Background: an optimization exercise with open tools, aiming at small area and a short achievable clock period. Do not read the settings as production practice.
RTL that was checked went through simulation tests only; none was proved equivalent to the original.
Function not checked in run 2: the RTL went through the layout flow alone.
Power figures rest on the tool's default switching activity, not on a simulated workload.

$ cat flow/config.mk
export PLATFORM = sky130hd
export DESIGN_NAME = rename_map_ckpt
export DESIGN_NICKNAME = rename_map_ckpt
export VERILOG_FILES = /design/flow/design.v
export SDC_FILE = /design/flow/constraint.sdc
export NUM_CORES = 4
export LEC_CHECK = 0
export CAP_MARGIN = 20
export CORE_MARGIN = 2
export CORE_UTILIZATION = 30
export PLACE_DENSITY = 0.4
export SETUP_SLACK_MARGIN = 2.0
export SLEW_MARGIN = 20
$ cat flow/constraint.sdc
create_clock -name core_clock -period 5.5 [get_ports {clk_i}]
set_input_delay 1.1000 -clock core_clock [delete_from_list [all_inputs] [get_ports {clk_i}]]
set_output_delay 1.1000 -clock core_clock [all_outputs]
set_load 0.01 [all_outputs]
$ cat flow/design.v
package rename_pkg;
  localparam int unsigned NUM_AREG_DEF = 32;
  localparam int unsigned NUM_PREG_DEF = 128;
  localparam int unsigned NUM_CKPT_DEF = 4;
  localparam int unsigned AREG_W       = 5;
  localparam int unsigned PREG_W_DEF   = $clog2(NUM_PREG_DEF);
  localparam int unsigned CKPT_W_DEF   = $clog2(NUM_CKPT_DEF);
  typedef logic [AREG_W-1:0]     areg_t;
  typedef logic [PREG_W_DEF-1:0] preg_t;
  typedef logic [CKPT_W_DEF-1:0] ckpt_id_t;
  typedef preg_t                 map_t [NUM_AREG_DEF];
endpackage
module rename_ckpt_alloc #(
  parameter  int unsigned NUM_CKPT = 4,
  localparam int unsigned CKPT_W   = (NUM_CKPT > 1) ? $clog2(NUM_CKPT) : 1
) (
  input  logic              clk_i,
  input  logic              reset_i,
  input  logic              ckpt_req_i,
  input  logic              res_valid_i,
  input  logic [CKPT_W-1:0] res_id_i,
  input  logic              res_mispredict_i,
  output logic [CKPT_W-1:0] ckpt_id_o,
  output logic              ckpt_full_o,
  output logic              take_o,
  output logic              restore_o
);
  logic [NUM_CKPT-1:0] ck_valid_q, ck_valid_d;
  logic [CKPT_W-1:0]   alloc_ptr_q, alloc_ptr_d;
  logic                misp_c;
  int unsigned         span_c;
  assign ckpt_id_o   = alloc_ptr_q;
  assign ckpt_full_o = ck_valid_q[alloc_ptr_q];
  assign misp_c      = res_valid_i && res_mispredict_i;
  assign restore_o   = misp_c && ck_valid_q[res_id_i];
  assign take_o      = ckpt_req_i && !ckpt_full_o && !misp_c;
  always_comb begin
    ck_valid_d  = ck_valid_q;
    alloc_ptr_d = alloc_ptr_q;
    span_c      = (32'(alloc_ptr_q) + NUM_CKPT - 32'(res_id_i)) % NUM_CKPT;
    if (restore_o) begin
      for (int unsigned i = 0; i < NUM_CKPT; i++) begin
        if (span_c == 0 || ((i + NUM_CKPT - 32'(res_id_i)) % NUM_CKPT) < span_c) begin
          ck_valid_d[i] = 1'b0;
        end
      end
      alloc_ptr_d = res_id_i;
    end else if (!misp_c) begin
      if (res_valid_i) begin
        ck_valid_d[res_id_i] = 1'b0;
      end
      if (take_o) begin
        ck_valid_d[alloc_ptr_q] = 1'b1;
        alloc_ptr_d = (alloc_ptr_q == CKPT_W'(NUM_CKPT - 1)) ? '0
                                                              : alloc_ptr_q + CKPT_W'(1);
      end
    end
  end
  always_ff @(posedge clk_i) begin
    if (reset_i) begin
      ck_valid_q  <= '0;
      alloc_ptr_q <= '0;
    end else begin
      ck_valid_q  <= ck_valid_d;
      alloc_ptr_q <= alloc_ptr_d;
    end
  end
endmodule
module rename_map_ckpt
#(
  parameter  int unsigned NUM_AREG = rename_pkg::NUM_AREG_DEF,
  parameter  int unsigned NUM_PREG = rename_pkg::NUM_PREG_DEF,
  parameter  int unsigned RENAME_W = 2,
  parameter  int unsigned NUM_CKPT = rename_pkg::NUM_CKPT_DEF,
  localparam int unsigned PREG_W   = $clog2(NUM_PREG),
  localparam int unsigned CKPT_W   = (NUM_CKPT > 1) ? $clog2(NUM_CKPT) : 1,
  localparam int unsigned LANE_W   = (RENAME_W > 1) ? $clog2(RENAME_W) : 1
) (
  input  logic                             clk_i,
  input  logic                             reset_i,
  input  logic [RENAME_W-1:0]              ren_valid_i,
  input  rename_pkg::areg_t [RENAME_W-1:0]             ren_rd_i,
  input  logic [RENAME_W-1:0][PREG_W-1:0]  ren_pd_i,
  input  rename_pkg::areg_t [RENAME_W-1:0]             rs1_i,
  input  rename_pkg::areg_t [RENAME_W-1:0]             rs2_i,
  output logic [RENAME_W-1:0][PREG_W-1:0]  ps1_o,
  output logic [RENAME_W-1:0][PREG_W-1:0]  ps2_o,
  output logic [RENAME_W-1:0][PREG_W-1:0]  pd_old_o,
  input  logic                             ckpt_req_i,
  input  logic [LANE_W-1:0]                ckpt_lane_i,
  output logic [CKPT_W-1:0]                ckpt_id_o,
  output logic                             ckpt_full_o,
  input  logic                             res_valid_i,
  input  logic [CKPT_W-1:0]                res_id_i,
  input  logic                             res_mispredict_i
);
  localparam int unsigned AREG_W = rename_pkg::AREG_W;
  logic [NUM_AREG-1:1][PREG_W-1:0]               map_q;
  logic [NUM_AREG-1:1][PREG_W-1:0]               map_d;
  logic [NUM_AREG-1:1][PREG_W-1:0]               snap_d;
  logic [NUM_CKPT-1:0][NUM_AREG-1:1][PREG_W-1:0] snap_q;
  logic [NUM_AREG-1:1][PREG_W-1:0]               rest_c;
  logic [RENAME_W-1:0][NUM_AREG-1:0]             wr_oh;
  logic [NUM_CKPT-1:0]                           take_oh;
  logic [NUM_CKPT-1:0]                           res_oh;
  logic              take_c;
  logic              restore_c;
  logic              misp_c;
  assign misp_c = res_valid_i && res_mispredict_i;
  rename_ckpt_alloc #(
    .NUM_CKPT (NUM_CKPT)
  ) u_alloc (
    .clk_i            (clk_i),
    .reset_i          (reset_i),
    .ckpt_req_i       (ckpt_req_i),
    .res_valid_i      (res_valid_i),
    .res_id_i         (res_id_i),
    .res_mispredict_i (res_mispredict_i),
    .ckpt_id_o        (ckpt_id_o),
    .ckpt_full_o      (ckpt_full_o),
    .take_o           (take_c),
    .restore_o        (restore_c)
  );
  function automatic logic [PREG_W-1:0] lookup(
    input logic [NUM_AREG-1:1][PREG_W-1:0] m,
    input rename_pkg::areg_t               idx
  );
    logic [PREG_W-1:0] r;
    r = '0;
    for (int i = 1; i < NUM_AREG; i++) begin
      r = r | (m[i] & {PREG_W{idx == AREG_W'(i)}});
    end
    lookup = r;
  endfunction
  always_comb begin
    for (int k = 0; k < RENAME_W; k++) begin
      ps1_o[k]    = lookup(map_q, rs1_i[k]);
      ps2_o[k]    = lookup(map_q, rs2_i[k]);
      pd_old_o[k] = lookup(map_q, ren_rd_i[k]);
    end
  end
  always_comb begin
    for (int l = 0; l < RENAME_W; l++) begin
      for (int i = 0; i < NUM_AREG; i++) begin
        wr_oh[l][i] = ren_valid_i[l] && !misp_c && (ren_rd_i[l] == AREG_W'(i));
      end
    end
  end
  always_comb begin
    for (int i = 1; i < NUM_AREG; i++) begin
      map_d[i]  = map_q[i];
      snap_d[i] = map_q[i];
      for (int l = 0; l < RENAME_W; l++) begin
        if (wr_oh[l][i]) begin
          map_d[i] = ren_pd_i[l];
          if (LANE_W'(l) <= ckpt_lane_i) snap_d[i] = ren_pd_i[l];
        end
      end
    end
  end
  always_comb begin
    for (int s = 0; s < NUM_CKPT; s++) begin
      res_oh[s]  = (res_id_i == CKPT_W'(s));
      take_oh[s] = take_c && (ckpt_id_o == CKPT_W'(s));
    end
    rest_c = '0;
    for (int s = 0; s < NUM_CKPT; s++) begin
      rest_c = rest_c | (snap_q[s] & {(NUM_AREG-1)*PREG_W{res_oh[s]}});
    end
  end
  always_ff @(posedge clk_i) begin
    if (reset_i) begin
      for (int i = 1; i < NUM_AREG; i++) begin
        map_q[i] <= PREG_W'(i);
      end
    end else if (restore_c) begin
      map_q <= rest_c;
    end else begin
      map_q <= map_d;
    end
  end
  always_ff @(posedge clk_i) begin
    for (int s = 0; s < NUM_CKPT; s++) begin
      if (take_oh[s]) begin
        snap_q[s] <= snap_d;
      end
    end
  end
endmodule
$ cat flow/run.sh
#!/bin/bash
# synth_recipe.tcl (not shown) runs the flow's synth.tcl, then flattens the netlist and writes it again
# the make line also repeats each setting of config.mk as NAME=value (left out here)
make -C /OpenROAD-flow-scripts/flow DESIGN_CONFIG=/design/flow/config.mk WORK_HOME=/design/flow/orfs CLKGATE_MAP_FILE= SYNTH_SCRIPT=/design/flow/synth_recipe.tcl finish
==> flow_metrics.py, run 1 <==
metrics = {
    "sta": {
        "worstMarginPinSlew_ns": 1.079,
        "fin_ws_ns": 1.231,
        "setup_viol": 0,
        "final_max_slew_viol_count": 0,
        "hold_viol": 0,
        "setup-tns-final_ns": 0,
        "rsz0062_at_grt": "yes",
        "relSlewSlack_pct": 28.08,
        "final.min_clock_period_ns": 4.269,
        "max_freq_mhz": 234.2,
        "skew_ns": 0.04936,
        "fin_crit_sh_pct": 77.63,
    },
    "logic_synthesis": {
        "synth_most_common_cell": "edfxtp_1",
        "synth-seq-cells": 1091,
        "synth_edf_count": 868,
        "synth_area_mm2": 0.05858,
        "synth_top_area_share_pct": 44.49,
        "synthCells": 5415,
        "ys_top_cells_by_count": "edfxtp_1 (868), a21oi_1 (464), clkbuf_1 (433), mux2i_1 (307), nor2_1 (300)",
        "yosys_warnings": 2,
        "synthArstFlopShare_pct": 0,
        "seq_area_frac_synth_pct": 52.11,
        "synthesis.nets": 5490,
        "synth_top_area_cell": "edfxtp_1",
        "synth_cell_types": 93,
        "syn-mean-instance-area_um2": 10.82,
        "synth_ff_type": "edfxtp_1",
        "synth.area.top_cells": "edfxtp_1 (44%), dfxtp_1 (7.6%), mux2i_1 (5.2%), a21oi_1 (4.0%), a22oi_1 (3.6%)",
    },
    "die": {
        "core_area_mm2": 0.1944,
        "dieHeight_um": 445.9,
        "start_util_pct": 30.14,
        "ios": 99,
        "fp.dieW_um": 445.9,
        "die_area_mm2": 0.1988,
        "row_count": 162,
    },
    "cells_and_area": {
        "final_area_mm2": 0.07823,
        "nNetsFinal": 6076,
        "synthToLayoutAreaGrowth_pct": 33.54,
        "final_cell_count_no_fill": 8720,
        "drive_above_1_share_pct": 30.80,
        "fillers": 18640,
    },
    "setup_path": {
        "slowest_delay_ns": 0.50,
        "arrival_ns": 3.17,
        "reg2reg_depth": 4,
        "critPathTopFamily": "simple AND/OR/NAND/NOR gates",
        "worstReg2RegEnd": "snap_q[629]",
        "worstSetupPathType": "input pin to output port",
        "worstPathMaxFanout": 8,
        "cp-startpoint": "ren_rd_i[2]",
        "start_kind": "input pin",
        "crit_buf_inv": 4,
        "cp.depth": 9,
        "slowest_stage": "nand4_1",
        "endpoint": "pd_old_o[2]",
        "r2r_slack_ns": 2.64,
        "worstReg2RegStart": "u_alloc.alloc_ptr_q[0]",
        "path_cells": "buf_16 > buf_8 > nand2_2 > buf_6 > a211oi_2 > nor4_1 > and4_1 > nand4_1 > buf_2",
        "cp-end-kind": "output port",
        "crit_required_ns": 4.40,
    },
    "clock_tree": {
        "cts.sinks": 1091,
        "cts-root-buf": "clkbuf_16",
        "postCtsHoldBufs": 0,
        "clk_latency_ns": 0.82,
        "path_clk_slew_ns": 0.06,
        "cts_max_level": 3,
        "clockBufferDepth": 3,
        "cts_buffers": 121,
        "cts_tree": "done",
    },
    "route": {
        "drt_wl_total_um": 404000,
        "first_pass_iters": 8,
        "first_iter_violations": 9432,
        "drc_errors": 0,
        "drtAntennaViolNets": 0,
        "wl_per_cell_um": 46.33,
        "viasPerCell": 6.735,
        "vias": 58730,
    },
    "placement": {
        "place_area_mm2": 0.06521,
        "numPortBuffers": 98,
        "gp_congestion": 1.086,
        "pre_cts_slack_ns": 0.1704,
        "placed_cells": 7999,
        "hpwl_um": 260700,
    },
    "pwr": {
        "irDropWorstVdd_mv": 0.2743,
        "leakagePower_nw": 27.41,
        "powerDensity_mw_per_mm2": 272.6,
        "total_power_w": 0.02133,
    },
    "global_routing": {
        "grt.overflow.total": 0,
        "grt_first_pass_wirelength_um": 524500,
        "antenna_found_initial": 76,
        "grt_max_degree": 105,
        "track_usage_pct": 39.28,
        "grt_pass1_vias": 53130,
    },
    "flow_run": {
        "cap_violations": 0,
    },
    "min_path": {
        "min_path_type": "flop to flop",
    },
    "status": {
        "status": "complete, no violations",
    },
}
tightest hold or removal path, stage by stage (launching register included):
cell	delay, ns
dfxtp_1	0.32
a31oi_1	0.13
nor2_1	0.06
what timing repair did:
item,CTS,global route
cloned,43,16
gates resized for setup,1085,248
pin swaps,213,152
endpoints found under the setup margin,106,79
setup buffers,260,102
through the flow:
step                utilization (%)  hold slack, ns
finish                        40.25          0.5557
global route                  40.17          0.6019
CTS                           38.94          0.5586
detailed placement            33.55          0.5321
global placement              33.53          0.5259
floorplan                         -          0.4827
cell type report:
cell class / count / area [um^2] / share of cell area, %
Inverter: 31 / 130.1 / 0.1663
Clock buffer: 168 / 3396 / 4.341
Antenna cell: 70 / 175.2 / 0.2239
Tap cell: 2542 / 3181 / 4.066
Sequential cell: 1091 / 30820 / 39.39
Timing Repair Buffer: 1036 / 11640 / 14.88
Multi-Input combinational cell: 3720 / 28270 / 36.13
Clock inverter: 62 / 620.6 / 0.7933
cells in the final DEF, fill, tap and decap left out, types with 24 or more instances in the layout:
master | Yosys | routed
a211o_1 | 107 | 107
a21oi_1 | 464 | 451
a221oi_1 | 136 | 129
a22o_1 | 193 | 192
a22oi_1 | 283 | 258
a22oi_2 | 0 | 25
a31oi_1 | 51 | 42
a32o_1 | 31 | 25
a32oi_1 | 93 | 72
and3_1 | 72 | 57
buf_12 | 0 | 130
buf_16 | 0 | 32
buf_2 | 69 | 27
buf_4 | 3 | 623
buf_6 | 4 | 147
buf_8 | 0 | 26
bufbuf_16 | 0 | 26
clkbuf_1 | 433 | 29
clkbuf_16 | 0 | 136
clkinv_2 | 0 | 27
dfxtp_1 | 223 | 94
dfxtp_2 | 0 | 78
dfxtp_4 | 0 | 51
diode_2 | 0 | 70
edfxtp_1 | 868 | 868
mux2_2 | 68 | 58
mux2i_1 | 307 | 297
nand2_1 | 129 | 118
nand3_1 | 265 | 240
nand3b_1 | 31 | 31
nand4_1 | 113 | 113
nor2_1 | 300 | 280
nor2b_1 | 71 | 36
nor2b_4 | 0 | 24
nor3_1 | 56 | 40
nor4_4 | 20 | 27
o21ai_0 | 239 | 215
o21ai_1 | 17 | 35
o31ai_1 | 113 | 110
or3_1 | 75 | 72
flip-flops by register name, indices dropped and copies added (netlist names):
register	cells
snap_q	868
map_q	217
u_alloc.ck_valid_q	4
u_alloc.alloc_ptr_q	2
worst min path at each step:
| stage | slack [ns] | to | startpoint | depth (start not counted) |
|---|---|---|---|---|
| 2_1_floorplan | 0.48 | u_alloc.ck_valid_q[3] | u_alloc.ck_valid_q[3] | 2 |
| 3_3_place_gp | 0.53 | u_alloc.ck_valid_q[3] | u_alloc.ck_valid_q[3] | 2 |
| 3_5_place_dp | 0.53 | u_alloc.ck_valid_q[3] | u_alloc.ck_valid_q[3] | 2 |
| 4_1_cts | 0.56 | u_alloc.ck_valid_q[3] | u_alloc.ck_valid_q[3] | 2 |
| 5_1_grt | 0.60 | map_q[90] | snap_q[741] | 2 |
| 6_report | 0.56 | u_alloc.ck_valid_q[3] | u_alloc.ck_valid_q[3] | 2 |
routing by layer:
metal  GRT usage (%)  part of all wire [%]  wire (um)
met3           12.60                    11      42900
met1           51.46                    41     164400
met4           26.89                   8.1      32710
met2           54.62                    41     163800
met5          0.2198                 0.062        250
report_power, final:
| part | leakage [nW] | total, W | internal [W] | switching [W] |
|---|---|---|---|---|
| sequential | 9.54 | 0.00952 | 0.00920 | 0.000325 |
| clock | 1.97 | 0.00826 | 0.00468 | 0.00358 |
| combinational | 15.9 | 0.00354 | 0.00130 | 0.00225 |
kinds of logic after synthesis:
| kind of cell | Yosys count | share of synthesized area (%) |
|---|---|---|
| buffers and inverters | 606 | 4.103 |
| AND/OR/NAND/NOR | 1376 | 13.27 |
| multiplexers | 384 | 6.822 |
| adder cells (fa/ha/maj) | 21 | 0.4742 |
| AO/OA/AOI/OAI | 1937 | 23.22 |
| flip-flops | 1091 | 52.11 |
==> run 2: changes to the inputs <==
--- a/flow/design.v
+++ b/flow/design.v
@@ -96,11 +96,6 @@
 );
-  localparam int unsigned AREG_W = rename_pkg::AREG_W;
-  logic [NUM_AREG-1:1][PREG_W-1:0]               map_q;
-  logic [NUM_AREG-1:1][PREG_W-1:0]               map_d;
-  logic [NUM_AREG-1:1][PREG_W-1:0]               snap_d;
-  logic [NUM_CKPT-1:0][NUM_AREG-1:1][PREG_W-1:0] snap_q;
-  logic [NUM_AREG-1:1][PREG_W-1:0]               rest_c;
-  logic [RENAME_W-1:0][NUM_AREG-1:0]             wr_oh;
-  logic [NUM_CKPT-1:0]                           take_oh;
-  logic [NUM_CKPT-1:0]                           res_oh;
+  logic [NUM_AREG-1:0][PREG_W-1:0]               map_q;
+  logic [NUM_AREG-1:0][PREG_W-1:0]               map_d;
+  logic [NUM_AREG-1:0][PREG_W-1:0]               snap_d;
+  logic [NUM_CKPT-1:0][NUM_AREG-1:0][PREG_W-1:0] snap_q;
   logic              take_c;
@@ -123,47 +118,24 @@
   );
-  function automatic logic [PREG_W-1:0] lookup(
-    input logic [NUM_AREG-1:1][PREG_W-1:0] m,
-    input rename_pkg::areg_t               idx
-  );
-    logic [PREG_W-1:0] r;
-    r = '0;
-    for (int i = 1; i < NUM_AREG; i++) begin
-      r = r | (m[i] & {PREG_W{idx == AREG_W'(i)}});
+  always_comb begin
+    map_d  = map_q;
+    snap_d = map_q;
+    for (int l = 0; l < RENAME_W; l++) begin
+      if (ren_valid_i[l] && ren_rd_i[l] != '0) begin
+        map_d[ren_rd_i[l]] = ren_pd_i[l];
+      end
+      if (LANE_W'(l) == ckpt_lane_i) begin
+        snap_d = map_d;
+      end
     end
-    lookup = r;
-  endfunction
+    map_d[0]  = '0;
+    snap_d[0] = '0;
+  end
   always_comb begin
     for (int k = 0; k < RENAME_W; k++) begin
-      ps1_o[k]    = lookup(map_q, rs1_i[k]);
-      ps2_o[k]    = lookup(map_q, rs2_i[k]);
-      pd_old_o[k] = lookup(map_q, ren_rd_i[k]);
-    end
-  end
-  always_comb begin
-    for (int l = 0; l < RENAME_W; l++) begin
-      for (int i = 0; i < NUM_AREG; i++) begin
-        wr_oh[l][i] = ren_valid_i[l] && !misp_c && (ren_rd_i[l] == AREG_W'(i));
-      end
-    end
-  end
-  always_comb begin
-    for (int i = 1; i < NUM_AREG; i++) begin
-      map_d[i]  = map_q[i];
-      snap_d[i] = map_q[i];
-      for (int l = 0; l < RENAME_W; l++) begin
-        if (wr_oh[l][i]) begin
-          map_d[i] = ren_pd_i[l];
-          if (LANE_W'(l) <= ckpt_lane_i) snap_d[i] = ren_pd_i[l];
-        end
-      end
-    end
-  end
-  always_comb begin
-    for (int s = 0; s < NUM_CKPT; s++) begin
-      res_oh[s]  = (res_id_i == CKPT_W'(s));
-      take_oh[s] = take_c && (ckpt_id_o == CKPT_W'(s));
-    end
-    rest_c = '0;
-    for (int s = 0; s < NUM_CKPT; s++) begin
-      rest_c = rest_c | (snap_q[s] & {(NUM_AREG-1)*PREG_W{res_oh[s]}});
+      ps1_o[k]    = map_q[rs1_i[k]];
+      ps2_o[k]    = map_q[rs2_i[k]];
+      pd_old_o[k] = map_q[ren_rd_i[k]];
+      if (rs1_i[k] == '0)    ps1_o[k]    = '0;
+      if (rs2_i[k] == '0)    ps2_o[k]    = '0;
+      if (ren_rd_i[k] == '0) pd_old_o[k] = '0;
     end
@@ -172,7 +144,9 @@
     if (reset_i) begin
-      for (int i = 1; i < NUM_AREG; i++) begin
+      for (int i = 0; i < NUM_AREG; i++) begin
         map_q[i] <= PREG_W'(i);
       end
-    end else if (restore_c) begin
-      map_q <= rest_c;
+    end else if (misp_c) begin
+      if (restore_c) begin
+        map_q <= snap_q[res_id_i];
+      end
     end else begin
@@ -182,6 +156,4 @@
   always_ff @(posedge clk_i) begin
-    for (int s = 0; s < NUM_CKPT; s++) begin
-      if (take_oh[s]) begin
-        snap_q[s] <= snap_d;
-      end
+    if (!reset_i && take_c) begin
+      snap_q[ckpt_id_o] <= snap_d;
     end
--- a/flow/config.mk
+++ b/flow/config.mk
@@ -11,3 +11,2 @@
 export PLACE_DENSITY = 0.4
-export SETUP_SLACK_MARGIN = 2.0
 export SLEW_MARGIN = 20
==> run 2 against run 1 <==
Against the previous run: still clean on timing, DRC and antenna; sequential share of layout area fell by 6.3 points; synthesized cell count increased by 34%; die area up 33%; global-route usage grew 7.5 points; clock-buffer cell count increased by 36; clock power up 25%; fmax down 18%; core utilization decreased by 3.4 points; synthesized area rose by 33%; register-to-register slack got worse by 1.4 ns; critical path type unchanged; critical endpoint is now pd_old_o[5]; largest cell class is now multi-input combinational cells.
==> flow_metrics.py, run 2 <==
metrics = {
    "route": {
        "viasPerCell": 7.244,
        "vias": 82550,
        "drc_errors": 0,
        "wl_per_cell_um": 55.72,
        "first_pass_iters": 7,
        "first_iter_violations": 15360,
        "drt_wl_total_um": 634900,
        "drtAntennaViolNets": 0,
    },
    "sta": {
        "worstMarginPinSlew_ns": 1.303,
        "rsz0062_at_grt": "no",
        "final_max_slew_viol_count": 0,
        "skew_ns": 0.08914,
        "hold_viol": 0,
        "fin_ws_ns": 0.2674,
        "relSlewSlack_pct": 13.05,
        "setup_viol": 0,
        "fin_crit_sh_pct": 95.14,
        "final.min_clock_period_ns": 5.233,
        "max_freq_mhz": 191.1,
    },
    "setup_path": {
        "arrival_ns": 4.13,
        "worstSetupPathType": "input pin to output port",
        "reg2reg_depth": 12,
        "worstReg2RegEnd": "snap_q[805]",
        "start_kind": "input pin",
        "worstPathMaxFanout": 16,
        "r2r_slack_ns": 1.22,
        "worstReg2RegStart": "u_alloc.alloc_ptr_q[1]",
        "crit_required_ns": 4.40,
        "cp-startpoint": "ren_rd_i[2]",
        "cp-end-kind": "output port",
    },
    "clock_tree": {
        "postCtsHoldBufs": 0,
        "path_clk_slew_ns": 0.06,
        "cts_buffers": 157,
        "cts_resized": 0,
        "cts-root-buf": "clkbuf_16",
        "cts_tree": "done",
        "cts.sinks": 1126,
        "postCtsSetupRepairBufs": 0,
        "clk_latency_ns": 0.91,
        "cts_max_level": 4,
        "clockBufferDepth": 4,
    },
    "logic_synthesis": {
        "synthesis.nets": 7339,
        "synthCells": 7260,
        "synth_cell_types": 104,
        "yosys_warnings": 2,
        "syn-mean-instance-area_um2": 10.73,
        "synth_most_common_cell": "edfxtp_1",
        "synthArstFlopShare_pct": 0,
        "synth_area_mm2": 0.07790,
        "seq_area_frac_synth_pct": 40.45,
        "synth_top_area_share_pct": 34.54,
        "synth-seq-cells": 1126,
        "synth.area.top_cells": "edfxtp_1 (35%), mux4_2 (17%), dfxtp_1 (5.9%), nand2_1 (4.1%), o2bb2ai_1 (3.7%)",
        "synth_ff_type": "edfxtp_1",
        "synth_top_area_cell": "edfxtp_1",
        "synth_edf_count": 896,
        "ys_top_cells_by_count": "edfxtp_1 (896), nand2_1 (859), clkbuf_1 (624), mux4_2 (584), nor2_1 (481)",
    },
    "cells_and_area": {
        "drive_above_1_share_pct": 26.50,
        "multiInputGateArea_mm2": 0.04292,
        "final_common_cell": "buf_4",
        "synthToLayoutAreaGrowth_pct": 22.36,
        "nNetsFinal": 7901,
        "seq_area_mm2": 0.03152,
        "fin_util_pct": 36.80,
        "fillers": 25890,
        "regMostFlops": "snap_q",
        "final_cell_mix": "buf_4 (988), edfxtp_1 (896), nand2_1 (846), mux4_2 (584), nor2_1 (457)",
        "largest_registers": "snap_q: 896 flops, map_q: 224 flops, u_alloc.ck_valid_q: 4 flops",
        "largest_reg_flops": 896,
    },
    "min_path": {
        "min_from": "snap_q[479]",
        "holdPathEnd": "snap_q[479]",
        "min_path_type": "flop to flop",
        "hold_path_depth": 1,
    },
    "global_routing": {
        "antenna_found_initial": 121,
        "grt_first_pass_wirelength_um": 811000,
        "grt_busiest_layer": "met2",
        "globalRouteMet3Util_pct": 16.81,
        "use_met2_pct": 63.20,
        "use_met1_pct": 62.18,
        "grt_max_degree": 91,
        "grt.overflow.total": 0,
        "track_usage_pct": 46.73,
        "grt_pass1_vias": 75240,
    },
    "placement": {
        "pre_cts_slack_ns": -0.1624,
        "hpwl_um": 473100,
        "numPortBuffers": 98,
        "gp_congestion": 1.153,
    },
    "flow_run": {
        "cap_violations": 0,
    },
    "pwr": {
        "leakagePower_nw": 33.41,
        "irDropWorstVdd_mv": 0.2489,
        "p_comb_share_pct": 30.9,
        "p_int_w": 0.01887,
        "p_sw_w": 0.01182,
        "total_power_w": 0.03069,
        "swShare_pct": 38.53,
        "power_frac_seq_pct": 35.6,
        "clkPwrFrac_pct": 33.6,
        "powerDensity_mw_per_mm2": 322.0,
    },
    "die": {
        "ios": 99,
        "die_area_mm2": 0.2637,
        "fp.dieW_um": 513.6,
        "start_util_pct": 30.08,
        "row_count": 187,
        "core_area_mm2": 0.2590,
        "dieHeight_um": 513.6,
    },
    "status": {
        "status": "complete, no violations",
    },
}
[run 2: kinds of logic (layout without fill, tap and decap cells)]
family                     after synthesis  after routing  share of synthesized area [%]
DFF                                   1126           1126                          40.45
xor gates and xnor gates                 4              4                        0.07872
muxes                                  776            776                          19.39
adders and majority gates               25             25                         0.4208
and+or+nand+nor                       1865           1865                          10.52
AOI/OAI and AO/OA                     2482           2482                          24.19
other                                    0             54                              0
buffers and inverters                  982           1661                          4.950
[run 2: final cells by class]
class | count | share of cell area, %
diodes | 54 | 0.1418
clock buffers | 204 | 4.437
clock inverters | 72 | 0.6616
inverters | 171 | 0.7102
multi-input cells | 5152 | 45.03
flip-flops and latches | 1126 | 33.07
well taps | 3402 | 4.466
repair buffers | 1214 | 11.48
[run 2: stage by stage]
step	hold WS (ns)	std cells	setup TNS (ns)	instance area, um^2
finish	0.5562	11400	0	95310
global route	0.5498	11350	0	95190
CTS	0.5133	11340	0	95180
detailed placement	0.5390	11070	-2.842	90320
global placement	0.5281	11070	-2.109	90280
floorplan	0.4821	7260	-8649.54	77950
[run 2: worst max-delay path by stage]
stage	to	slack (ns)
CTS	pd_old_o[5]	0.28
global placement	snap_q[390]	-0.17
global route	pd_old_o[5]	0.12
floorplan	snap_q[0]	-9.65
detailed placement	snap_q[390]	-0.16
finish	pd_old_o[5]	0.27
[run 2: metal layers]
layer,part of all wire [%],routed length (um)
met1,40,253100
met2,39,250200
met3,13,81510
met4,7.8,49700
met5,0.065,412
[run 2: critical path, cell delays in order]
cell and delay [ns]:
clkdlybuf4s50_1 0.44, buf_4 0.24, nand2b_1 0.49, buf_4 0.32, o221ai_1 0.21, o22ai_1 0.14
nor3_1 0.33, a21oi_1 0.14, nor2_1 0.15, clkdlybuf4s50_1 0.55
[run 2: power by group through the flow]
| stage | clock [W] | sequential, W | combinational [W] |
|---|---|---|---|
| after floorplan | 0 | 0.0107 | 0.00426 |
| after global placement | 0 | 0.0110 | 0.00903 |
| after detailed placement | 0 | 0.0110 | 0.00907 |
| after CTS | 0.0103 | 0.0108 | 0.00909 |
| after global routing | 0.0106 | 0.0109 | 0.00949 |
| final | 0.0103 | 0.0109 | 0.00947 |
==> run 3: changes to the inputs <==
--- a/flow/design.v
+++ b/flow/design.v
@@ -96,6 +96,10 @@
 );
-  logic [NUM_AREG-1:0][PREG_W-1:0]               map_q;
-  logic [NUM_AREG-1:0][PREG_W-1:0]               map_d;
-  logic [NUM_AREG-1:0][PREG_W-1:0]               snap_d;
-  logic [NUM_CKPT-1:0][NUM_AREG-1:0][PREG_W-1:0] snap_q;
+  localparam int unsigned AREG_W = rename_pkg::AREG_W;
+  logic [NUM_AREG-1:1][PREG_W-1:0]               map_q;
+  logic [NUM_AREG-1:1][PREG_W-1:0]               map_d;
+  logic [NUM_AREG-1:1][PREG_W-1:0]               snap_d;
+  logic [NUM_CKPT-1:0][NUM_AREG-1:1][PREG_W-1:0] snap_q;
+  logic [RENAME_W-1:0][NUM_AREG-1:0]             wr_oh;
+  logic [NUM_CKPT-1:0]                           take_oh;
+  logic [NUM_CKPT-1:0]                           res_oh;
   logic              take_c;
@@ -118,24 +122,56 @@
   );
+  function automatic logic [PREG_W-1:0] lookup(
+    input logic [NUM_AREG-1:1][PREG_W-1:0] m,
+    input rename_pkg::areg_t               idx
+  );
+    logic [PREG_W-1:0] r;
+    r = '0;
+    for (int i = 1; i < NUM_AREG; i++) begin
+      r = r | (m[i] & {PREG_W{idx == AREG_W'(i)}});
+    end
+    lookup = r;
+  endfunction
   always_comb begin
-    map_d  = map_q;
-    snap_d = map_q;
-    for (int l = 0; l < RENAME_W; l++) begin
-      if (ren_valid_i[l] && ren_rd_i[l] != '0) begin
-        map_d[ren_rd_i[l]] = ren_pd_i[l];
-      end
-      if (LANE_W'(l) == ckpt_lane_i) begin
-        snap_d = map_d;
-      end
+    for (int k = 0; k < RENAME_W; k++) begin
+      ps1_o[k]    = lookup(map_q, rs1_i[k]);
+      ps2_o[k]    = lookup(map_q, rs2_i[k]);
+      pd_old_o[k] = lookup(map_q, ren_rd_i[k]);
     end
-    map_d[0]  = '0;
-    snap_d[0] = '0;
+  end
+  logic [NUM_AREG-1:1] sel_w1, sel_w0, sel_hold;
+  logic [NUM_AREG-1:1] img_w1, img_w0, img_hold;
+  logic [NUM_CKPT-1:0] sel_res;
+  logic                upd_c;
+  assign upd_c = !reset_i && !misp_c;
+  always_comb begin
+    for (int i = 1; i < NUM_AREG; i++) begin
+      wr_oh[0][i] = ren_valid_i[0] && (ren_rd_i[0] == AREG_W'(i));
+      wr_oh[1][i] = ren_valid_i[1] && (ren_rd_i[1] == AREG_W'(i));
+      sel_w1[i]   = upd_c && wr_oh[1][i];
+      sel_w0[i]   = upd_c && wr_oh[0][i] && !wr_oh[1][i];
+      sel_hold[i] = !reset_i && !restore_c && !sel_w1[i] && !sel_w0[i];
+      img_w1[i]   = wr_oh[1][i] && ckpt_lane_i[0];
+      img_w0[i]   = wr_oh[0][i] && !img_w1[i];
+      img_hold[i] = !img_w1[i] && !img_w0[i];
+    end
+    wr_oh[0][0] = 1'b0;
+    wr_oh[1][0] = 1'b0;
+    for (int s = 0; s < NUM_CKPT; s++) begin
+      res_oh[s]  = (res_id_i == CKPT_W'(s));
+      sel_res[s] = !reset_i && restore_c && res_oh[s];
+      take_oh[s] = take_c && (ckpt_id_o == CKPT_W'(s));
+    end
   end
   always_comb begin
-    for (int k = 0; k < RENAME_W; k++) begin
-      ps1_o[k]    = map_q[rs1_i[k]];
-      ps2_o[k]    = map_q[rs2_i[k]];
-      pd_old_o[k] = map_q[ren_rd_i[k]];
-      if (rs1_i[k] == '0)    ps1_o[k]    = '0;
-      if (rs2_i[k] == '0)    ps2_o[k]    = '0;
-      if (ren_rd_i[k] == '0) pd_old_o[k] = '0;
+    for (int i = 1; i < NUM_AREG; i++) begin
+      map_d[i] = ({PREG_W{sel_w1[i]}}   & ren_pd_i[1])
+               | ({PREG_W{sel_w0[i]}}   & ren_pd_i[0])
+               | ({PREG_W{sel_hold[i]}} & map_q[i])
+               | ({PREG_W{reset_i}}     & PREG_W'(i));
+      for (int s = 0; s < NUM_CKPT; s++) begin
+        map_d[i] = map_d[i] | ({PREG_W{sel_res[s]}} & snap_q[s][i]);
+      end
+      snap_d[i] = ({PREG_W{img_w1[i]}}   & ren_pd_i[1])
+                | ({PREG_W{img_w0[i]}}   & ren_pd_i[0])
+                | ({PREG_W{img_hold[i]}} & map_q[i]);
     end
@@ -143,17 +179,9 @@
   always_ff @(posedge clk_i) begin
-    if (reset_i) begin
-      for (int i = 0; i < NUM_AREG; i++) begin
-        map_q[i] <= PREG_W'(i);
-      end
-    end else if (misp_c) begin
-      if (restore_c) begin
-        map_q <= snap_q[res_id_i];
-      end
-    end else begin
-      map_q <= map_d;
-    end
+    map_q <= map_d;
   end
   always_ff @(posedge clk_i) begin
-    if (!reset_i && take_c) begin
-      snap_q[ckpt_id_o] <= snap_d;
+    for (int s = 0; s < NUM_CKPT; s++) begin
+      if (take_oh[s]) begin
+        snap_q[s] <= snap_d;
+      end
     end
==> flow/flow/run.sh (new file) <==
#!/bin/bash
set -euo pipefail
W=$PWD
R=$W/orfs/results/${FLOW_PLATFORM}/rename_map_ckpt/base

bash standard.sh "$R/1_2_yosys.v" > "$W/std_synth.log" 2>&1
cp "$R/1_2_yosys.v" "$W/std_1_2_yosys.v"
cp "$R/1_2_yosys.sdc" "$W/std_1_2_yosys.sdc"
cp "$W/orfs/logs/${FLOW_PLATFORM}/rename_map_ckpt/base/1_2_yosys.log" "$W/std_1_2_yosys.log"

# 2. The same synthesis script with the ABC script swapped.
sed -e "s|^source \$::env(SCRIPTS_DIR)/synth_preamble.tcl|&\nset abc_args [lreplace \$abc_args 1 1 $W/flow/abc.script]|" \
  "$FLOW_HOME/scripts/synth.tcl" > "$W/own_synth.tcl"
sed -e "s|^source \$::env(SCRIPTS_DIR)/synth.tcl|source $W/own_synth.tcl|" \
  "$W/synth_recipe.tcl" > "$W/own_synth_recipe.tcl"
grep -q "own_synth.tcl" "$W/own_synth_recipe.tcl"
grep -q "flow/abc.script" "$W/own_synth.tcl"
rm -f "$R/1_2_yosys.v" "$R/1_2_yosys.sdc"
if bash standard.sh SYNTH_SCRIPT="$W/own_synth_recipe.tcl" "$R/1_2_yosys.v" > "$W/own_synth.log" 2>&1; then
  cp "$R/1_2_yosys.v" "$W/own_1_2_yosys.v"
else
  echo "own synthesis failed" > "$W/own_synth_failed.log"
fi

# 3. Keep the own netlist only if its registers are the standard ones.
regs() { grep -oE '^\s*sky130_fd_sc_hd__[a-z0-9_]*df[a-z0-9_]*\s+\S+' "$1" | sed -E 's/^\s+//; s/_[0-9]+\s/ /' | sort; }
if [[ -f "$W/own_1_2_yosys.v" ]] && [[ "$(regs "$W/std_1_2_yosys.v")" == "$(regs "$W/own_1_2_yosys.v")" ]]; then
  echo "own synthesis: registers match, using its netlist" > "$W/synth_choice.log"
else
  echo "own synthesis: not used, keeping the standard netlist" > "$W/synth_choice.log"
  cp "$W/std_1_2_yosys.v" "$R/1_2_yosys.v"
  cp "$W/std_1_2_yosys.log" "$W/orfs/logs/${FLOW_PLATFORM}/rename_map_ckpt/base/1_2_yosys.log"
fi
cp "$W/std_1_2_yosys.sdc" "$R/1_2_yosys.sdc"
touch "$R/1_2_yosys.v" "$R/1_2_yosys.sdc"

# 4. The rest of the standard layout flow.
bash standard.sh > "$W/std_flow.log" 2>&1
==> flow/flow/abc.script (new file) <==
&get -n
&st
&dch
&nf
&put
==> flow/standard.sh (new file) <==
#!/bin/bash
# synth_recipe.tcl (not shown) runs the flow's synth.tcl, then flattens the netlist and writes it again
# the make line also repeats each setting of config.mk as NAME=value (left out here)
make -C /OpenROAD-flow-scripts/flow DESIGN_CONFIG=/design/flow/config.mk WORK_HOME=/design/flow/orfs CLKGATE_MAP_FILE= SYNTH_SCRIPT=/design/flow/synth_recipe.tcl "${@:-finish}"
--- a/flow/config.mk
+++ b/flow/config.mk
@@ -9,4 +9,5 @@
 export CORE_MARGIN = 2
-export CORE_UTILIZATION = 30
-export PLACE_DENSITY = 0.4
+export CORE_UTILIZATION = 40
+export PLACE_DENSITY = 0.5
+export SETUP_SLACK_MARGIN = 2.0
 export SLEW_MARGIN = 20
removed: flow/run.sh
==> run 3 against run 2 <==
Against the previous run: synthesized area shrank 35%; design area shrank 30%; power shrank 34%; global-route usage shrank 7.7 points; synthesized cell count shrank 44%; critical endpoint is now pd_old_o[10]; largest power group unchanged; highest routed layer unchanged.
==> flow_metrics.py, run 3 <==
metrics = {
    "clock_tree": {
        "clockBufferDepth": 3,
        "cts.sinks": 1091,
        "cts_buffers": 116,
        "path_clk_slew_ns": 0.06,
        "cts-root-buf": "clkbuf_16",
        "cts_tree": "done",
        "clk_latency_ns": 0.79,
        "cts_max_level": 3,
        "postCtsHoldBufs": 0,
    },
    "cells_and_area": {
        "final_cell_mix": "edfxtp_1 (868), a222oi_1 (601), nand2_1 (528), buf_4 (508), a22oi_1 (317)",
        "final_common_cell": "edfxtp_1",
        "nNetsFinal": 5045,
        "regMostFlops": "snap_q",
        "seq_area_mm2": 0.03053,
        "fin_util_pct": 53.40,
        "fillers": 11000,
        "multiInputGateArea_mm2": 0.02168,
        "synthToLayoutAreaGrowth_pct": 32.77,
        "drive_above_1_share_pct": 26.53,
        "largest_registers": "snap_q: 868 flops, map_q: 217 flops, u_alloc.ck_valid_q: 4 flops",
        "largest_reg_flops": 868,
    },
    "setup_path": {
        "start_kind": "input pin",
        "arrival_ns": 3.48,
        "cp-end-kind": "output port",
        "crit_required_ns": 4.40,
        "r2r_slack_ns": 2.39,
        "worstSetupPathType": "input pin to output port",
        "worstPathMaxFanout": 8,
    },
    "sta": {
        "relSlewSlack_pct": 22.91,
        "max_freq_mhz": 218.4,
        "fin_crit_sh_pct": 83.24,
        "hold_viol": 0,
        "fin_ws_ns": 0.9217,
        "skew_ns": 0.03481,
        "final.min_clock_period_ns": 4.578,
        "worstMarginPinSlew_ns": 1.149,
        "setup_viol": 0,
        "final_max_slew_viol_count": 0,
        "setup-tns-final_ns": 0,
        "rsz0062_at_grt": "yes",
    },
    "global_routing": {
        "track_usage_pct": 39.08,
        "grt_max_degree": 119,
        "grt_first_pass_wirelength_um": 361500,
        "antenna_found_initial": 10,
        "grt_pass1_vias": 45730,
        "grt.overflow.total": 0,
    },
    "pwr": {
        "powerDensity_mw_per_mm2": 305.1,
        "irDropWorstVdd_mv": 0.3495,
        "leakagePower_nw": 24.21,
    },
    "logic_synthesis": {
        "synth.area.top_cells": "edfxtp_1 (52%), a222oi_1 (12%), dfxtp_1 (8.9%), a22oi_1 (5.1%), nand2_1 (4.3%)",
        "synth_mux_area_share_pct": 0.08942,
        "synthAdderAreaFrac_pct": 0.5514,
        "synth_edf_count": 868,
        "synth_top_family_by_area": "compound AO/OA/AOI/OAI gates",
        "synthCells": 4065,
        "syn-mean-instance-area_um2": 12.39,
        "synth-compound-area-share_pct": 23.62,
        "synth_area_mm2": 0.05037,
        "synth_ff_type": "edfxtp_1",
        "synthArstFlopShare_pct": 0,
        "synth_most_common_cell": "edfxtp_1",
        "synth_top_area_share_pct": 51.74,
        "synth-seq-cells": 1091,
        "synth_xor_area_share_pct": 0,
        "ys_top_cells_by_count": "edfxtp_1 (868), a222oi_1 (601), nand2_1 (583), a22oi_1 (341), nand3_1 (243)",
        "synth_cell_types": 44,
        "synthSimpleGateAreaFrac_pct": 13.87,
        "synthesis.nets": 4140,
        "synth_top_area_cell": "edfxtp_1",
        "yosys_warnings": 2,
        "seq_area_frac_synth_pct": 60.60,
    },
    "route": {
        "vias": 49200,
        "drc_errors": 0,
        "first_pass_iters": 15,
        "drtAntennaViolNets": 0,
        "first_iter_violations": 11200,
        "viasPerCell": 7.314,
        "wl_per_cell_um": 38.85,
        "drt_wl_total_um": 261300,
    },
    "die": {
        "die_area_mm2": 0.1288,
        "row_count": 130,
        "dieHeight_um": 358.9,
        "core_area_mm2": 0.1252,
        "ios": 99,
        "fp.dieW_um": 358.9,
        "start_util_pct": 40.22,
    },
    "status": {
        "status": "complete, no violations",
    },
    "placement": {
        "pre_cts_slack_ns": -0.6933,
        "gp_congestion": 1.076,
        "numPortBuffers": 98,
        "hpwl_um": 171700,
    },
    "flow_run": {
        "cap_violations": 0,
    },
    "min_path": {
        "min_path_type": "flop to flop",
    },
}
-- run 3: changes by cell type in the layout (fill, tap and decap cells not counted), sizes merged, moves of 167 or more --
cell	before	now
nor2	482	102
a222oi	1	601
a21oi	273	45
a22o	229	54
mux2i	179	0
inv	174	7
o21ai	368	1
nand2	861	583
mux4	584	2
buf	1142	768
o2bb2ai	332	0
-- run 3: area by class of cell --
class	count	share of cell area (%)
Antenna cell	2	0.007483
Clock buffer	147	4.742
Clock inverter	75	1.527
Inverter	170	1.012
Multi-Input combinational cell	2804	32.42
Sequential cell	1091	45.65
Tap cell	1650	3.087
Timing Repair Buffer	787	11.55
-- run 3: final timing paths --
check,startpoint,endpoint,cells after the start
worst min-delay path,snap_q[606],map_q[172],2
worst max register to register,u_alloc.alloc_ptr_q[0],snap_q[858],5
worst max-delay path,ren_rd_i[9],pd_old_o[10],13
worst min register to register,snap_q[606],map_q[172],2
-- run 3: worst max-delay path, stage by stage --
cell and delay, ns:
buf_8 0.11, buf_12 0.12, clkinv_2 0.06, buf_12 0.14, buf_4 0.14, nor3_2 0.05, buf_4 0.13, a222oi_1 0.51
nand4_1 0.39, nor2_2 0.28, nand2_2 0.14, buf_6 0.15, buf_2 0.13
-- run 3: cell families after synthesis --
kind of cell,count (synthesis)
and+or+nand+nor,1444
AOI/OAI and AO/OA,1337
DFF,1091
buffers and inverters,170
adders and majority gates,21
muxes,2
-- run 3: stage by stage --
step	cells	power (W)	hold WS, ns	instance area (um^2)
floorplan	4065	0.01030	0.4268	50450
global placement	6332	0.01162	0.4356	57960
detailed placement	6332	0.01162	0.4402	57960
CTS	6656	0.02029	0.4521	65150
global route	6724	0.02089	0.4708	66880
finish	6726	0.02041	0.4443	66880
-- run 3: report_power, final --
| group | total (W) | internal (W) | switching [W] |
|---|---|---|---|
| clock | 0.00853 | 0.00513 | 0.00340 |
| combinational | 0.00216 | 0.000755 | 0.00141 |
| sequential | 0.00971 | 0.00930 | 0.000416 |
| total | 0.0204 | 0.0152 | 0.00523 |
-- run 3: per-layer routing --
metal,GRT usage (%),wire length [um],part of all wire [%]
met5,0,86,0.033
met4,19.21,14460,5.5
met3,9.669,33070,13
met2,55.81,109900,42
met1,55.31,103700,40
-- run 3: repair_timing --
action,4_1_cts,5_1_grt
pin swaps,185,191
setup endpoints to repair,149,172
resized for setup,807,311
setup buffers,95,67
cloned,7,1
==> run 4: changes to the inputs <==
--- a/flow/config.mk
+++ b/flow/config.mk
@@ -10,4 +10,6 @@
 export CORE_UTILIZATION = 40
+export CTS_BUF_LIST = sky130_fd_sc_hd__clkbuf_8
+export CTS_CLUSTER_SIZE = 20
 export PLACE_DENSITY = 0.5
-export SETUP_SLACK_MARGIN = 2.0
+export SETUP_SLACK_MARGIN = 1.2
 export SLEW_MARGIN = 20
==> run 4 against run 3 <==
Against the previous run: fmax is 2.1% higher; cell count up 0.89%; design area is 2.8% lower; synthesized area unchanged; critical path depth unchanged; non-clock buffer count shrank 66; die area stayed put; core utilization fell by 1.5 points; combinational power is 5% lower; clock-buffer cell count is 55 higher; routed wire length increased by 0.10%; clock skew up 0.0033 ns; largest power group unchanged.
==> flow_metrics.py, run 4 <==
metrics = {
    "status": {
        "status": "complete, no violations",
    },
    "die": {
        "core_area_mm2": 0.1252,
        "ios": 99,
        "dieHeight_um": 358.9,
        "fp.dieW_um": 358.9,
        "start_util_pct": 40.22,
        "die_area_mm2": 0.1288,
        "row_count": 130,
    },
    "route": {
        "first_pass_iters": 12,
        "drc_errors": 0,
        "wl_per_cell_um": 38.54,
        "vias": 49170,
        "viasPerCell": 7.246,
        "drt_wl_total_um": 261600,
        "first_iter_violations": 10410,
        "drtAntennaViolNets": 0,
    },
    "clock_tree": {
        "postCtsHoldBufs": 0,
        "clockBufferDepth": 3,
        "cts-root-buf": "clkbuf_8",
        "path_clk_slew_ns": 0.06,
        "cts_buffers": 182,
        "clk_latency_ns": 0.93,
        "cts.sinks": 1091,
        "cts_max_level": 4,
        "cts_tree": "done",
    },
    "cells_and_area": {
        "final_area_mm2": 0.06498,
        "largest_registers": "snap_q: 868 flops, map_q: 217 flops, u_alloc.ck_valid_q: 4 flops",
        "final_cell_count_no_fill": 6786,
        "drive_above_1_share_pct": 24.82,
        "final_common_cell": "edfxtp_1",
        "regMostFlops": "snap_q",
        "fin_util_pct": 51.88,
        "nNetsFinal": 5045,
        "final_cell_mix": "edfxtp_1 (868), a222oi_1 (601), nand2_1 (531), buf_4 (514), a22oi_1 (331)",
        "synthToLayoutAreaGrowth_pct": 28.99,
        "largest_reg_flops": 868,
    },
    "logic_synthesis": {
        "synthArstFlopShare_pct": 0,
        "synthesis.nets": 4140,
        "seq_area_frac_synth_pct": 60.60,
        "synth_ff_type": "edfxtp_1",
        "synth_edf_count": 868,
        "synth_top_area_share_pct": 51.74,
        "ys_top_cells_by_count": "edfxtp_1 (868), a222oi_1 (601), nand2_1 (583), a22oi_1 (341), nand3_1 (243)",
        "synth.area.top_cells": "edfxtp_1 (52%), a222oi_1 (12%), dfxtp_1 (8.9%), a22oi_1 (5.1%), nand2_1 (4.3%)",
        "yosys_warnings": 2,
        "synth_most_common_cell": "edfxtp_1",
        "synthCells": 4065,
        "syn-mean-instance-area_um2": 12.39,
        "synth_cell_types": 44,
        "synth-seq-cells": 1091,
        "synth_top_area_cell": "edfxtp_1",
        "synth_area_mm2": 0.05037,
    },
    "global_routing": {
        "grt_first_pass_wirelength_um": 362400,
        "track_usage_pct": 39.21,
        "grt.overflow.total": 0,
        "grt_pass1_vias": 46250,
        "grt_max_degree": 117,
        "antenna_found_initial": 6,
    },
    "pwr": {
        "p_int_w": 0.01383,
        "powerDensity_mw_per_mm2": 293.7,
        "p_comb_share_pct": 10.8,
        "swShare_pct": 27.54,
        "power_frac_seq_pct": 51.0,
        "total_power_w": 0.01908,
        "clkPwrFrac_pct": 38.2,
        "leakagePower_nw": 23.60,
        "p_sw_w": 0.005256,
        "irDropWorstVdd_mv": 0.2463,
    },
    "min_path": {
        "min_path_type": "flop to flop",
        "hold_path_depth": 2,
        "min_from": "snap_q[593]",
        "holdPathEnd": "map_q[159]",
    },
    "setup_path": {
        "r2r_slack_ns": 2.37,
        "reg2reg_depth": 5,
        "crit_required_ns": 4.40,
        "worstPathMaxFanout": 4,
        "start_kind": "input pin",
        "worstReg2RegStart": "u_alloc.alloc_ptr_q[0]",
        "cp-end-kind": "output port",
        "worstSetupPathType": "input pin to output port",
        "worstReg2RegEnd": "snap_q[362]",
        "arrival_ns": 3.39,
    },
    "placement": {
        "gp_congestion": 1.125,
        "placed_cells": 6306,
        "numPortBuffers": 98,
        "place_area_mm2": 0.05779,
        "hpwl_um": 171200,
    },
    "sta": {
        "max_freq_mhz": 223.0,
        "fin_crit_sh_pct": 81.55,
        "worstMarginPinSlew_ns": 1.112,
        "hold_viol": 0,
        "hold_slack_ns": 0.4400,
        "setup_viol": 0,
        "skew_ns": 0.03813,
        "final_max_slew_viol_count": 0,
        "final.min_clock_period_ns": 4.485,
        "relSlewSlack_pct": 25.43,
        "rsz0062_at_grt": "yes",
    },
    "flow_run": {
        "cap_violations": 0,
    },
}
run 4: cell counts after synthesis:
No cell type changed its count.
run 4: what timing repair did:
action,4_1_cts,5_1_grt
endpoints found under the setup margin,42,42
gates resized for setup,731,173
buffers inserted,73,45
cloned,11,1
pin swaps,182,148
run 4: worst max-delay path by stage:
stage	startpoint	endpoint
after floorplan	res_id_i[0]	map_q[45]
after global placement	rs2_i[3]	ps2_o[1]
after detailed placement	ren_rd_i[5]	pd_old_o[7]
after CTS	ren_rd_i[8]	pd_old_o[7]
after global routing	rs2_i[6]	ps2_o[13]
final	ren_rd_i[8]	pd_old_o[7]
run 4: logic make-up (layout without fill, tap and decap cells):
family	after synthesis	count (layout)	synth area share [%]
fa+ha+maj	21	21	0.5514
buf+inv	170	1234	1.267
flops	1091	1091	60.60
mux	2	2	0.08941
simple gates	1444	1444	13.87
other cells	0	7	0
compound gates	1337	1337	23.62
run 4: critical path, stage by stage:
cell and delay, ns:
buf_6 0.09, buf_6 0.13, buf_6 0.13, nand2_4 0.09, buf_6 0.13, nor3_4 0.05
a222oi_1 0.38, nand4_1 0.40, a2111oi_4 0.33, buf_4 0.24, nand2_4 0.09, buf_6 0.12
buf_6 0.11
run 4: power by group through the flow:
| stage | Combinational [W] | Clock [W] | Sequential (W) |
|---|---|---|---|
| after floorplan | 0.000654 | 0 | 0.00964 |
| after global placement | 0.00174 | 0 | 0.00985 |
| after detailed placement | 0.00175 | 0 | 0.00985 |
| after CTS | 0.00192 | 0.00741 | 0.00969 |
| after global routing | 0.00212 | 0.00778 | 0.00972 |
| final | 0.00206 | 0.00730 | 0.00973 |
run 4: layout make-up:
| class | count | area, um^2 |
|---|---|---|
| fillers | 11150 | 60270 |
| flip-flops and latches | 1091 | 30530 |
| diodes | 7 | 17.52 |
| clock inverters | 141 | 922.1 |
| well taps | 1650 | 2064 |
| clock buffers | 202 | 2780 |
| inverters | 170 | 688.2 |
| multi-input cells | 2804 | 21170 |
| repair buffers | 721 | 6803 |
run 4: layer usage:
metal,GRT usage (%),part of all wire [%],vias up
met5,0.1480,0.037,-
met4,19.69,5.5,8
met3,12.56,13,736
met2,55.60,42,3941
met1,53.77,39,24600
li1,-,-,19880
run 4: through the flow:
step                setup TNS (ns)  setup slack (ns)
floorplan                  -136.93           -0.7926
global placement            -1.314           -0.2505
detailed placement          -1.277           -0.3419
CTS                              0             1.120
global route                     0             1.048
finish                           0             1.015
==> run 5: changes to the inputs <==
--- a/flow/config.mk
+++ b/flow/config.mk
@@ -10,3 +10,4 @@
 export CORE_UTILIZATION = 40
-export CTS_BUF_LIST = sky130_fd_sc_hd__clkbuf_8
+export CTS_BUF_LIST = sky130_fd_sc_hd__clkbuf_16
+export CTS_CLUSTER_DIAMETER = 100
 export CTS_CLUSTER_SIZE = 20
==> run 5 against run 4 <==
Against the previous run: routed wire length decreased by 1.0%; setup slack improved by 0.022 ns; largest power group unchanged; clock skew down 0.0056 ns; cell count down 3.5%; first-iteration DRC count increased by 0.38%; register-to-register slack about the same; power is 13% lower; synthesized cell count unchanged.
==> flow_metrics.py, run 5 <==
metrics = {
    "cells_and_area": {
        "final_cell_mix": "edfxtp_1 (868), a222oi_1 (601), nand2_1 (531), buf_4 (509), a22oi_1 (329)",
        "synthToLayoutAreaGrowth_pct": 25.39,
        "largest_registers": "snap_q: 868 flops, map_q: 217 flops, u_alloc.ck_valid_q: 4 flops",
        "final_common_cell": "edfxtp_1",
        "drive_above_1_share_pct": 22.28,
        "final_cell_count_no_fill": 6547,
        "regMostFlops": "snap_q",
        "nNetsFinal": 4922,
        "largest_reg_flops": 868,
    },
    "die": {
        "row_count": 130,
        "fp.dieW_um": 358.9,
        "dieHeight_um": 358.9,
        "ios": 99,
        "core_area_mm2": 0.1252,
        "start_util_pct": 40.22,
        "die_area_mm2": 0.1288,
    },
    "global_routing": {
        "grt_first_pass_wirelength_um": 358800,
        "grt.overflow.total": 0,
        "track_usage_pct": 38.67,
        "grt_pass1_vias": 45020,
        "grt_max_degree": 117,
        "antenna_found_initial": 6,
    },
    "sta": {
        "final.min_clock_period_ns": 4.463,
        "fin_crit_sh_pct": 81.14,
        "final_max_slew_viol_count": 0,
        "fin_ws_ns": 1.037,
        "relSlewSlack_pct": 24.02,
        "hold_viol": 0,
        "rsz0062_at_grt": "yes",
        "skew_ns": 0.03248,
        "worstMarginPinSlew_ns": 1.133,
        "setup_viol": 0,
        "hold_slack_ns": 0.4564,
        "max_freq_mhz": 224.1,
        "setup-tns-final_ns": 0,
    },
    "route": {
        "top_layer": "met5",
        "drt_wl_total_um": 258800,
        "first_iter_violations": 10450,
        "first_pass_iters": 10,
        "route.met3.wl_um": 33460,
        "wl_per_cell_um": 39.53,
        "viasPerCell": 7.371,
        "drt-met1-wl_um": 102500,
        "route.met2.wl_um": 108400,
        "vias": 48260,
        "drc_errors": 0,
        "drtAntennaViolNets": 0,
    },
    "setup_path": {
        "arrival_ns": 3.36,
        "start_kind": "input pin",
        "crit_required_ns": 4.40,
        "cp-end-kind": "output port",
        "worstSetupPathType": "input pin to output port",
        "worstPathMaxFanout": 6,
    },
    "logic_synthesis": {
        "synth_cell_types": 44,
        "synth.area.top_cells": "edfxtp_1 (52%), a222oi_1 (12%), dfxtp_1 (8.9%), a22oi_1 (5.1%), nand2_1 (4.3%)",
        "synth_top_area_cell": "edfxtp_1",
        "seq_area_frac_synth_pct": 60.60,
        "synth_area_mm2": 0.05037,
        "synthesis.nets": 4140,
        "synth_ff_type": "edfxtp_1",
        "yosys_warnings": 2,
        "synth_most_common_cell": "edfxtp_1",
        "synthCells": 4065,
        "synth_edf_count": 868,
        "synth_top_area_share_pct": 51.74,
        "synth-seq-cells": 1091,
        "syn-mean-instance-area_um2": 12.39,
        "ys_top_cells_by_count": "edfxtp_1 (868), a222oi_1 (601), nand2_1 (583), a22oi_1 (341), nand3_1 (243)",
        "synthArstFlopShare_pct": 0,
    },
    "pwr": {
        "total_power_w": 0.01666,
        "powerDensity_mw_per_mm2": 263.8,
        "leakagePower_nw": 22.56,
        "irDropWorstVdd_mv": 0.2342,
    },
    "placement": {
        "gp_congestion": 1.125,
        "numPortBuffers": 98,
        "hpwl_um": 171200,
        "pre_cts_slack_ns": -0.3419,
        "placed_cells": 6306,
    },
    "clock_tree": {
        "cts.sinks": 1091,
        "cts-root-buf": "clkbuf_16",
        "cts_buffers": 61,
        "postCtsHoldBufs": 0,
        "path_clk_slew_ns": 0.09,
        "clockBufferDepth": 3,
        "cts_max_level": 2,
        "cts_tree": "done",
        "clk_latency_ns": 0.72,
    },
    "status": {
        "status": "complete, no violations",
    },
    "flow_run": {
        "cap_violations": 0,
    },
    "min_path": {
        "min_path_type": "flop to flop",
    },
}
-- run 5: power by group --
part,internal (W),switching (W)
logic,0.000691,0.00137
registers,0.00928,0.000424
clock network,0.00215,0.00274
-- run 5: area by class of cell --
cell class	count	area (um^2)
clock buffer	62	1551
multi-input combinational	2804	21190
timing repair buffer	719	6854
clock inverter	47	275.3
sequential	1091	30530
inverter	170	688.2
tap	1650	2064
antenna	4	10.01
fill	11230	62080
-- run 5: kinds of logic after synthesis --
| kind of cell | after synthesis | synth area share, % |
|---|---|---|
| buffers and inverters | 170 | 1.267 |
| adder cells (fa/ha/maj) | 21 | 0.5514 |
| AO/OA/AOI/OAI | 1337 | 23.62 |
| AND/OR/NAND/NOR | 1444 | 13.87 |
| multiplexers | 2 | 0.08941 |
| flip-flops | 1091 | 60.60 |
-- run 5: path summary, 6_finish.rpt --
kind | from | cells after the start | slack (ns) | endpoint
max | ren_rd_i[7] | 13 | 1.04 | pd_old_o[10]
min | snap_q[592] | 2 | 0.46 | map_q[158]
max reg2reg | u_alloc.alloc_ptr_q[0] | 5 | 2.37 | snap_q[362]
min reg2reg | snap_q[592] | 2 | 0.46 | map_q[158]
-- run 5: timing repair --
item                                    CTS  global route
setup buffers                            73            43
endpoints found under the setup margin   42            42
resized for setup                       725           197
cloned                                   11             1
pin swaps                               183           157
-- run 5: per-layer routing --
metal	vias up	track usage [%]
met2	3712	56.06
met3	687	10.78
li1	19530	-
met1	24320	54.02
met5	-	0
met4	8	16.96
-- run 5: per-stage QoR --
| step | instance area [um^2] | utilization, % |
|---|---|---|
| after floorplan | 50440 | - |
| after global placement | 57760 | 46.11 |
| after detailed placement | 57790 | 46.14 |
| after CTS | 62080 | 49.57 |
| after global routing | 63160 | 50.43 |
| final | 63170 | 50.43 |
-- run 5: critical path, stage by stage --
cell	delay (ns)
buf_6	0.07
buf_6	0.12
buf_6	0.13
nand2b_4	0.13
buf_8	0.13
nor3_4	0.04
buf_4	0.13
a222oi_1	0.55
nand4_1	0.37
nor2_1	0.22
nand2_2	0.11
buf_6	0.14
buf_6	0.11
==> run 6: changes to the inputs <==
--- a/flow/config.mk
+++ b/flow/config.mk
@@ -14,3 +14,3 @@
 export PLACE_DENSITY = 0.5
-export SETUP_SLACK_MARGIN = 1.2
+export SETUP_SLACK_MARGIN = 1.4
 export SLEW_MARGIN = 20
==> run 6 against run 5 <==
Against the previous run: setup slack got worse by 0.060 ns; register-to-register slack improved by 0.14 ns; clock-buffer cell count increased by 6; power rose by 2.5%; global-route usage shrank 0.44 points; combinational power grew 6%; synthesized area did not move; fmax is 1.3% lower; cell count is 1.9% higher; die area unchanged; design area rose by 2.6%.
==> flow_metrics.py, run 6 <==
metrics = {
    "status": {
        "status": "complete, no violations",
    },
    "route": {
        "viasPerCell": 7.274,
        "drtAntennaViolNets": 0,
        "drt_wl_total_um": 255400,
        "drc_errors": 0,
        "wl_per_cell_um": 38.27,
        "first_iter_violations": 10620,
        "vias": 48540,
        "first_pass_iters": 13,
    },
    "pwr": {
        "power_frac_seq_pct": 56.7,
        "p_sw_w": 0.004698,
        "swShare_pct": 27.52,
        "clkPwrFrac_pct": 30.6,
        "leakagePower_nw": 23.40,
        "irDropWorstVdd_mv": 0.2286,
        "p_int_w": 0.01237,
        "powerDensity_mw_per_mm2": 263.4,
        "p_comb_share_pct": 12.8,
    },
    "logic_synthesis": {
        "yosys_warnings": 2,
        "synth_edf_count": 868,
        "synth_xor_area_share_pct": 0,
        "ys_top_cells_by_count": "edfxtp_1 (868), a222oi_1 (601), nand2_1 (583), a22oi_1 (341), nand3_1 (243)",
        "synth-seq-cells": 1091,
        "seq_area_frac_synth_pct": 60.60,
        "synthArstFlopShare_pct": 0,
        "synth.area.top_cells": "edfxtp_1 (52%), a222oi_1 (12%), dfxtp_1 (8.9%), a22oi_1 (5.1%), nand2_1 (4.3%)",
        "synth_mux_area_share_pct": 0.08942,
        "synth_area_mm2": 0.05037,
        "synth_ff_type": "edfxtp_1",
        "synth_cell_types": 44,
        "synth_top_family_by_area": "compound AO/OA/AOI/OAI gates",
        "syn-mean-instance-area_um2": 12.39,
        "synthCells": 4065,
        "synthesis.nets": 4140,
        "synth_most_common_cell": "edfxtp_1",
        "synth_top_area_share_pct": 51.74,
        "synthAdderAreaFrac_pct": 0.5514,
        "synth_top_area_cell": "edfxtp_1",
        "synth-compound-area-share_pct": 23.62,
        "synthSimpleGateAreaFrac_pct": 13.87,
    },
    "setup_path": {
        "path_cells": "buf_8 > buf_8 > nand2b_4 > buf_12 > nor3_4 > buf_6 > a222oi_1 > buf_4 > nand4_1 > nor2_1 > buf_4 > nand2_4 > buf_6 > buf_6",
        "crit_path_frequent_cell": "buf_6",
        "cp-end-kind": "output port",
        "start_kind": "input pin",
        "slowest_stage": "a222oi_1",
        "arrival_ns": 3.42,
        "worstSetupPathType": "input pin to output port",
        "slowest_delay_ns": 0.54,
        "crit_required_ns": 4.40,
        "worstPathMaxFanout": 8,
    },
    "cells_and_area": {
        "seq_area_mm2": 0.03053,
        "final_cell_count_no_fill": 6673,
        "drive_above_1_share_pct": 25.00,
        "synthToLayoutAreaGrowth_pct": 28.66,
        "final_common_cell": "edfxtp_1",
        "final_area_mm2": 0.06481,
        "final_cell_mix": "edfxtp_1 (868), a222oi_1 (601), buf_4 (559), nand2_1 (530), a22oi_1 (318)",
        "largest_reg_flops": 868,
        "fillers": 11180,
        "nNetsFinal": 5044,
        "multiInputGateArea_mm2": 0.02153,
        "largest_registers": "snap_q: 868 flops, map_q: 217 flops, u_alloc.ck_valid_q: 4 flops",
        "regMostFlops": "snap_q",
    },
    "clock_tree": {
        "cts.sinks": 1091,
        "cts_tree": "done",
        "cts_buffers": 67,
        "cts-root-buf": "clkbuf_16",
        "clk_latency_ns": 0.70,
        "cts_max_level": 3,
        "clockBufferDepth": 3,
        "path_clk_slew_ns": 0.09,
    },
    "global_routing": {
        "grt_pass1_vias": 45050,
        "grt_max_degree": 107,
        "grt.overflow.total": 0,
        "track_usage_pct": 38.24,
        "antenna_found_initial": 7,
        "grt_first_pass_wirelength_um": 354900,
    },
    "sta": {
        "worstMarginPinSlew_ns": 1.178,
        "skew_ns": 0.06300,
        "fin_crit_sh_pct": 82.24,
        "relSlewSlack_pct": 20.96,
        "hold_viol": 0,
        "final.min_clock_period_ns": 4.523,
        "max_freq_mhz": 221.1,
        "rsz0062_at_grt": "yes",
        "setup-tns-final_ns": 0,
        "setup_viol": 0,
        "final_max_slew_viol_count": 0,
    },
    "placement": {
        "hpwl_um": 170700,
        "placed_cells": 6388,
        "place_area_mm2": 0.05833,
        "numPortBuffers": 98,
        "gp_congestion": 1.097,
    },
    "die": {
        "dieHeight_um": 358.9,
        "start_util_pct": 40.22,
        "core_area_mm2": 0.1252,
        "fp.dieW_um": 358.9,
        "ios": 99,
        "row_count": 130,
        "die_area_mm2": 0.1288,
    },
    "flow_run": {
        "cap_violations": 0,
    },
    "min_path": {
        "min_path_type": "flop to flop",
    },
}
## run 6: cell counts after synthesis
Identical to the previous run, type by type.
## run 6: critical path: cells and delay by family
family,cells,cell delay (ns)
AND/OR/NAND/NOR,5,0.63
AO/OA/AOI/OAI,1,0.54
buffers and inverters,8,1.15
## run 6: what timing repair did
item | 4_1_cts | 5_1_grt
gates resized for setup | 810 | 284
cloned | 5 | 1
pin swaps | 179 | 152
buffers inserted | 85 | 71
endpoints found under the setup margin | 49 | 42
hold buffers | 0 | 0
## run 6: per-stage QoR
step	power (W)	worst slack [ns]	hold WS (ns)	utilization, %
after floorplan	0.01030	-0.7926	0.4268	-
after global placement	0.01163	-0.5069	0.4329	46.57
after detailed placement	0.01163	-0.4504	0.4372	46.57
after CTS	0.01694	1.124	0.4563	50.46
after global routing	0.01750	1.080	0.4805	51.74
final	0.01707	0.9769	0.4486	51.75
## run 6: area by class of cell
cell class	count	area share, %
repair buffers	834	12.26
well taps	1650	3.185
multi-input cells	2804	33.22
clock buffers	68	2.626
diodes	3	0.01158
inverters	170	1.052
clock inverters	52	0.5174
flip-flops and latches	1091	47.11
repair inverters	1	0.01351
## run 6: path summary, 6_finish.rpt
path	slack (ns)	end	startpoint	cells past startpoint
worst max-delay path	0.98	pd_old_o[12]	ren_rd_i[8]	14
worst min-delay path	0.45	map_q[195]	snap_q[629]	2
worst max register to register	2.51	snap_q[486]	u_alloc.alloc_ptr_q[0]	6
worst min register to register	0.45	map_q[195]	snap_q[629]	2
## run 6: power by group through the flow
stage	clock network [W]	logic (W)	registers [W]
after floorplan	0	0.000654	0.00964
final	0.00522	0.00218	0.00968
after detailed placement	0	0.00181	0.00983
after global routing	0.00558	0.00225	0.00968
after CTS	0.00530	0.00199	0.00964
after global placement	0	0.00180	0.00982
## run 6: metal layers
| metal | global-route usage (%) | share of wire [%] | vias to the layer above |
|---|---|---|---|
| met2 | 54.48 | 42 | 3605 |
| met5 | 0 | 0.0094 | - |
| met4 | 19.08 | 6.0 | 4 |
| li1 | - | - | 19790 |
| met3 | 10.17 | 12 | 692 |
| met1 | 53.63 | 40 | 24440 |
## run 6: logic make-up after synthesis
family	Yosys count
buffers and inverters	170
adder cells (fa/ha/maj)	21
flip-flops	1091
multiplexers	2
AND/OR/NAND/NOR	1444
AO/OA/AOI/OAI	1337

==> port drivers added, routing unchanged <==
No port has a modelled driver above. Below, the same layouts with a new extraction and two added sets of constraints.
Step 1, drivers: a clkbuf_16 drives clk_i and a buf_2 each remaining input, both assumed.
Step 2, shift: input delay + t, output delay - t, t = (earliest + latest rising clock arrival at the registers) / 2. This alone moves slack from input paths to output paths.
a / b / c = no drivers / after step 1 / after step 2; a / b = the first two.
run | t, ns | slack for setup (ns)
run 1 | 0.881 | 1.231 / 1.059 / 1.059
run 2 | 0.967 | 0.267 / 0.212 / -0.501
run 3 | 0.847 | 0.922 / 0.881 / 0.881
run 4 | 0.990 | 1.015 / 0.982 / 0.831
run 5 | 0.790 | 1.037 / 0.994 / 0.842
run 6 | 0.752 | 0.977 / 0.867 / 0.867
Met with ideal ports but missed after step 2: setup timing in run 2.
